Background: an optimization exercise with open tools, aiming at small area and a short achievable clock period. Do not read the settings as production practice. RTL that was checked went through simulation tests only; none was proved equivalent to the original.

==> flow/design.v (excerpt) <==
module inv_sqrt_unit #(
	parameter logic [9:0] PIPE = 10'b1111111111
) (
	input  logic clk,
	input  logic reset,
	input  logic in_valid,
	input  fp_pkg::int_t in_value,
	output logic out_valid,
	output fp_pkg::fp_t  out_fp,
	output fp_pkg::int_t out_fixed
);
export LEC_CHECK = 0
export CAP_MARGIN = 0
export CORE_MARGIN = 2
export CORE_UTILIZATION = 40
export CTS_CLUSTER_DIAMETER = 100
export CTS_CLUSTER_SIZE = 30
export SLEW_MARGIN = 0
export SYNTH_HIERARCHICAL = 1
export SYNTH_MINIMUM_KEEP_SIZE = 0
create_clock -name core_clock -period 9.5 [get_ports {clk}]
standard.sh (not shown) runs the stock make flow with config.mk's settings and CLKGATE_MAP_FILE= SYNTH_SCRIPT=/design/flow/synth_recipe.tcl, a recipe that flattens the netlist after the stock synthesis.
==> flow/flow/run.sh <==
#!/bin/bash
set -euo pipefail
export SETUP_SLACK_MARGIN=6.3
bash standard.sh > standard.log 2>&1
The first run completed without violations.
==> next run, changes <==
- CAP_MARGIN: 0 -> 20
- CORE_UTILIZATION: 40 -> 55
- CTS_CLUSTER_DIAMETER: 100 -> not set
- CTS_CLUSTER_SIZE: 30 -> not set
- SLEW_MARGIN: 0 -> 20
Wire length stays flat.
Clock-buffer cell count rises by 43.
First-iteration DRC count falls by 21%.
==> next run, changes <==
==> flow/flow/run.sh (replaced) <==
#!/bin/bash
set -euo pipefail
export SETUP_SLACK_MARGIN=6.5
bash standard.sh > standard.log 2>&1
- CORE_UTILIZATION: 55 -> 40
Final cell count came out higher by 12%; wire length came out higher by 4.8%; core utilization came out lower by 13 points; die area came out higher by 37%.
==> next run, changes <==
==> flow/flow/run.sh (replaced) <==
#!/bin/bash
set -euo pipefail
export SETUP_SLACK_MARGIN=6.3
bash standard.sh > standard.log 2>&1
- CTS_CLUSTER_DIAMETER: not set -> 80
- CTS_CLUSTER_SIZE: not set -> 35
=> The changed run finished with timing, DRC and antenna clean; sequential share of layout area rises by 1.5 points; utilization falls by 2.6 points; global-route usage falls by 0.50 points; sequential cell count stays the same; maximum frequency falls by a few percent; worst setup slack degrades by 0.13 ns.

inv_sqrt_unit again, from the RTL that the note above started with.
Design inv_sqrt_unit, start of the top module:
module inv_sqrt_unit #(
	parameter logic [9:0] PIPE = 10'b1111111111
) (
	input  logic clk,
	input  logic reset,
	input  logic in_valid,
	input  fp_pkg::int_t in_value,
	output logic out_valid,
	output fp_pkg::fp_t  out_fp,
	output fp_pkg::int_t out_fixed
);
clock: 9.5 ns
lec_check: 0
cap_margin: 20
core_margin: 2
core_utilization: 40
cts_cluster_diameter: 130
cts_cluster_size: 30
gpl_routability_driven: 0
slew_margin: 20
synth_hierarchical: 1
synth_minimum_keep_size: 0
==> flow/flow/run.sh <==
#!/bin/bash
set -euo pipefail
export SETUP_SLACK_MARGIN=6.3
bash standard.sh > standard.log 2>&1
The starting point produced a clean layout.
Then changed:
GPL_ROUTABILITY_DRIVEN = default   (was 0)
Effect: Design area decreases by 1.1%; worst setup slack got worse by 30 ps; routed wire length increases by 0.41%; cell count decreases by 0.87%; non-clock buffer count decreases by 32; first-iteration DRC count decreases by 14%; critical path depth increases by 4.

## the reference run
Another version of the RTL of inv_sqrt_unit (not shown whole).
Size: about 2,800 cells after synthesis, ~63 I/O pins, roughly 32,000 µm² of cells after synthesis.
clock: 9.5 ns
lec_check: 0
abc_clock_period_in_ps: 3000
cap_margin: 20
core_margin: 2
core_utilization: 40
slew_margin: 20
synth_hierarchical: 1
synth_minimum_keep_size: 0
run.sh (not shown) runs the stock make flow with config.mk's settings and CLKGATE_MAP_FILE= SYNTH_SCRIPT=/design/flow/synth_recipe.tcl, a recipe that flattens the netlist after the stock synthesis.
Stock flow here: none of the scripts above is used.
diff inputs: the reference run => the trial run
Settings: an added SETUP_SLACK_MARGIN of 5.
- On total routed wirelength, the reference run tracks the trial run almost exactly.
- The trial run against the reference run: signal arrival time at the worst endpoint lost 0.44 ns, final cycle utilization of the critical path shows a reduction of 4.7 points.
Function was not checked in any run of this note: the RTL went through the layout flow alone.

inv_sqrt_unit, a different RTL version from the one above (not shown whole).
Size: about 3,000 cells after synthesis, ~33,000 sq um of cells after synthesis.
## inv_sqrt_unit
module inv_sqrt_unit #(
	parameter logic [9:0] PIPE = 10'b1111111111
) (
	input  logic clk,
	input  logic reset,
	input  logic in_valid,
	input  fp_pkg::int_t in_value,
	output logic out_valid,
	output fp_pkg::fp_t  out_fp,
	output fp_pkg::int_t out_fixed
);
export LEC_CHECK = 0
export CAP_MARGIN = 20
export CORE_MARGIN = 2
export CORE_UTILIZATION = 40
export SLEW_MARGIN = 20
export SYNTH_HIERARCHICAL = 1
export SYNTH_MINIMUM_KEEP_SIZE = 0
create_clock -name core_clock -period 9.5 [get_ports {clk}]
standard.sh (not shown) runs the stock make flow with config.mk's settings and CLKGATE_MAP_FILE= SYNTH_SCRIPT=/design/flow/synth_recipe.tcl, a recipe that flattens the netlist after the stock synthesis.
==> flow/flow/run.sh <==
#!/bin/bash
set -euo pipefail
export SETUP_SLACK_MARGIN=5.9
bash standard.sh > standard.log 2>&1
Rerun with:
==> flow/flow/run.sh (replaced) <==
#!/bin/bash
set -euo pipefail
export SETUP_SLACK_MARGIN=6.3
bash standard.sh > standard.log 2>&1
=> Register-to-register slack gets better by 0.29 ns. Global-route usage hardly moves. Cell area rises by 1.0%. Die area does not change.
Rerun with:
==> flow/flow/run.sh (replaced) <==
#!/bin/bash
set -euo pipefail
export SETUP_SLACK_MARGIN=6.8
bash standard.sh > standard.log 2>&1
Global-route usage grows by 2.3 points.
Worst setup slack improves by 0.20 ns.
Final cell count rises by 7.9%.
Fmax goes up by 6.7%.
Register-to-register slack gains 0.20 ns.
Critical path depth is unchanged.
Rerun with:
==> flow/flow/run.sh (replaced) <==
#!/bin/bash
set -euo pipefail
export SETUP_SLACK_MARGIN=5.5
bash standard.sh > standard.log 2>&1
Worst setup slack degrades by 0.61 ns; count of clock-buffer cells in the layout grows by 1; sequential share of layout area grows by 3.3 points; via count shrinks by 7.5%; die area stays the same; utilization shrinks by 7.3 points; first-iteration DRC count shrinks by 8.0%; non-clock buffer count shrinks by 335.

## static timing again, ports no longer ideal
The results above use ideal ports. As a check the final layouts listed here were re-extracted and re-timed, cells and wires unchanged.
Step 1, drivers: a clkbuf_16 drives clk and a buf_2 each remaining input, both assumed.
Step 2 times the ports against the registers' clock, not the clock port: input delays grow and output delays shrink by t, the midpoint of the rising clock arrivals with the driver on.
a / b / c = ideal ports / drivers / drivers and shift; a / b = the first two.
run	shift t [ns]	slack for setup (ns)	hold slack, ns	worst setup path at the end	latest minus earliest clock arrival (ns)
the first run of note 1	0.653	6.326 / 6.312 / 6.326	0.325 / 0.325 / 0.325	register to register	0.051 / 0.051
the second run of note 1	0.659	6.266 / 6.266 / 6.266	0.318 / 0.318 / 0.318	register to register	0.030 / 0.030
the third run of note 1	0.655	6.454 / 6.454 / 6.454	0.288 / 0.288 / 0.288	register to register	0.060 / 0.060
the fourth run of note 1	0.680	6.328 / 6.308 / 6.328	0.318 / 0.318 / 0.318	register to register	0.067 / 0.067
the first run of note 2	0.630	6.372 / 6.364 / 6.372	0.331 / 0.331 / 0.331	register to register	0.053 / 0.054
the second run of note 2	0.633	6.342 / 6.342 / 6.342	0.307 / 0.307 / 0.307	register to register	0.042 / 0.042
the reference run	0.635	4.691 / 4.691 / 4.691	0.295 / 0.295 / 0.295	register to register	0.035 / 0.035
the trial run	0.635	5.140 / 5.140 / 5.140	0.295 / 0.295 / 0.295	register to register	0.034 / 0.035
the first run of note 4	0.668	6.018 / 6.018 / 6.018	0.317 / 0.317 / 0.317	register to register	0.019 / 0.020
the second run of note 4	0.665	6.311 / 6.311 / 6.311	0.319 / 0.319 / 0.319	register to register	0.028 / 0.028
the third run of note 4	0.674	6.512 / 6.482 / 6.512	0.304 / 0.304 / 0.304	register to register	0.046 / 0.046
the fourth run of note 4	0.669	5.897 / 5.897 / 5.897	0.311 / 0.311 / 0.311	register to register	0.021 / 0.022
After both steps setup and hold are still met in every run listed.
